Context: an optimization exercise on an open-source flow, tuned for small area and a short achievable clock period. The choices shown serve that exercise and are no tape-out recipe. The RTL was checked by simulation tests, not by an equivalence proof against the original design. Power and IR drop assume default switching activity.

## axil_fetch
module axil_fetch (
	input  logic S_AXI_ACLK,
	input  logic fifo_reset,
	input  logic i_new_pc,
	input  fetch_pkg::addr_t i_pc,
	input  logic i_ready,
	output fetch_pkg::insn_t o_insn,
	output fetch_pkg::addr_t o_pc,
	output logic o_valid,
	output logic o_illegal,
	output logic M_AXI_ARVALID,
	input  logic M_AXI_ARREADY,
	output fetch_pkg::addr_t M_AXI_ARADDR,
	input  logic M_AXI_RVALID,
	output logic M_AXI_RREADY,
	input  fetch_pkg::bus_word_t M_AXI_RDATA,
	input  logic [1:0] M_AXI_RRESP
);
Size in the first run: about 1900 cells after synthesis, about 640 flip-flops, about 200 I/O pins.
Settings: LEC_CHECK=0, CAP_MARGIN=20, CORE_MARGIN=2, CORE_UTILIZATION=75, PLACE_DENSITY=0.85, SETUP_SLACK_MARGIN=2.0, SLEW_MARGIN=20; clock period 4.0 ns.
standard.sh (not shown) runs the stock make flow with config.mk's settings and CLKGATE_MAP_FILE= SYNTH_SCRIPT=/design/flow/synth_recipe.tcl, a recipe that flattens the netlist after the stock synthesis.
==> flow/flow/run.sh <==
#!/bin/bash
# The standard layout, with the smallest buffer on the ports and a clock tree of larger
# sink clusters without dummy loads. make's full output goes to standard.log here, and
# each ORFS step keeps its own log under orfs/logs.
set -euo pipefail
bash standard.sh \
	"BUFFER_PORTS_ARGS=-buffer_cell sky130_fd_sc_hd__buf_1" \
	"CTS_ARGS=-sink_clustering_enable -repair_clock_nets -dont_use_dummy_load -sink_clustering_size 25 -sink_clustering_max_diameter 80" \
	finish > standard.log 2>&1
Change:
CORE_UTILIZATION = 60   (was 75)
PLACE_DENSITY = 0.72   (was 0.85)
Outcome:
- The changed run produced a clean layout
- worst setup slack gains 0.018 ns
- final area is higher by 0.39%
- clock-buffer cell count is higher by 4
- total power is higher by 1.7%
- wire length is lower by 2.1%
- global-route usage is lower by 7.0 points
- hold slack gains 0.015 ns
- flip-flop and latch count stays the same
- synthesized cell count is unchanged
- area after synthesis is unchanged
Change:
SETUP_SLACK_MARGIN = 2.1   (was 2.0)
Sequential power hardly moves.
Clock power shrinks by about 5%.
Via count grows by 3.7%.
Total power hardly moves.
Change:
ABC_AREA = 1   (was default)
CORE_UTILIZATION = 70   (was 60)
PLACE_DENSITY = 0.8   (was 0.72)
SETUP_SLACK_MARGIN = 2.0   (was 2.1)
Result: The new run passed the timing, design-rule and antenna checks. Final cell count came out higher by 23%. Setup slack gets worse by 0.019 ns. Global-route usage rose by 5.4 points. Register-to-register slack degrades by 0.09 ns. Power came out higher by 3.0%.
Change:
ABC_AREA = default   (was 1)
What happened: Worst hold slack gets better by 0.024 ns; cell count goes down by 23%; worst setup slack improved by 0.0085 ns; routed wire length fell by 13%; sequential share of layout area came out higher by 3.7 points.

---

== red ==
Another version of the RTL of axil_fetch (not shown whole).
Size in the first run: roughly 200 I/O pins, roughly 0.026 mm2 of cells after synthesis.
==> flow/config.mk <==
export PLATFORM = sky130hd
export DESIGN_NAME = axil_fetch
export DESIGN_NICKNAME = axil_fetch
export VERILOG_FILES = /design/flow/design.v
export SDC_FILE = /design/flow/constraint.sdc
export NUM_CORES = 4
export LEC_CHECK = 0
export ABC_CLOCK_PERIOD_IN_PS = 2000
export CAP_MARGIN = 20
export CORE_MARGIN = 2
export CORE_UTILIZATION = 40
export SETUP_SLACK_MARGIN = 2.0
export SLEW_MARGIN = 20
==> flow/constraint.sdc <==
create_clock -name core_clock -period 4.0 [get_ports {S_AXI_ACLK}]
set_input_delay 0.8000 -clock core_clock [delete_from_list [all_inputs] [get_ports {S_AXI_ACLK}]]
set_output_delay 0.8000 -clock core_clock [all_outputs]
set_load 0.01 [all_outputs]
run.sh (not shown) runs the stock make flow with config.mk's settings and CLKGATE_MAP_FILE= SYNTH_SCRIPT=/design/flow/synth_recipe.tcl, a recipe that flattens the netlist after the stock synthesis.
Stock flow here: none of the scripts above is used.
## Diff of input files: blue against red
==> flow/config.mk <==
export PLATFORM = sky130hd
export DESIGN_NAME = axil_fetch
export DESIGN_NICKNAME = axil_fetch
export VERILOG_FILES = /design/flow/design.v
export SDC_FILE = /design/flow/constraint.sdc
export NUM_CORES = 4
export LEC_CHECK = 0
export ABC_CLOCK_PERIOD_IN_PS = 1800
export CAP_MARGIN = 20
export CORE_MARGIN = 2
export CORE_UTILIZATION = 55
export PLACE_DENSITY = 0.7
export SETUP_SLACK_MARGIN = 2.2
export SLEW_MARGIN = 20
==> comparison <==
- blue against red: static power due to leakage went up; post-cts resize count up 40%; growth of design area from synthesis to finish moved up.
- Per the comparison of blue with red, clock network area share shrank by 1.0 points; worst setup slack before clock tree synthesis has increased; period utilization moved up; slew of the pin with the lowest slew margin shows a reduction of 0.32 ns; sequential share of layout area has decreased.
- blue vs. red: total power went down by about 1.5%.
- In the reports for blue and red, the smaller met2 wire length belongs to red.

## afterwards: timing with drivers on the ports
In the flow no input, the clock included, has a driving cell. The finished layouts below were timed again as built, in two steps. Step 1 assumes that a clkbuf_16 drives the clock port and a buf_2 every other input. Step 2 moves the port delays by t, midway between the first and last clock arrival at a register: inputs arrive t later, outputs are due t later. That takes back most of the time a late clock gives input paths. a / b / c = no drivers / after step 1 / after step 2; a / b = the first two.
run	t, ns	slack for setup (ns)	worst setup path after step 2	worst slew at a driven data input, ns
the first run of note 1	0.643	2.009 / 1.976 / 1.433	input to register	0.11
the second run of note 1	0.604	2.027 / 1.964 / 1.522	input to register	0.10
the third run of note 1	0.651	2.039 / 1.983 / 1.493	input to register	0.11
the fourth run of note 1	0.582	2.020 / 1.966 / 1.520	input to register	0.12
the fifth run of note 1	0.649	2.029 / 1.968 / 1.473	input to register	0.09
red	0.666	1.921 / 1.890 / 1.314	input to register	0.16
blue	0.664	1.849 / 1.818 / 1.393	input to register	0.13
After both steps every run listed still meets setup and hold. The setup slack of red, which loses most, moves by -0.031 ns with the drivers and by -0.607 ns with both steps.
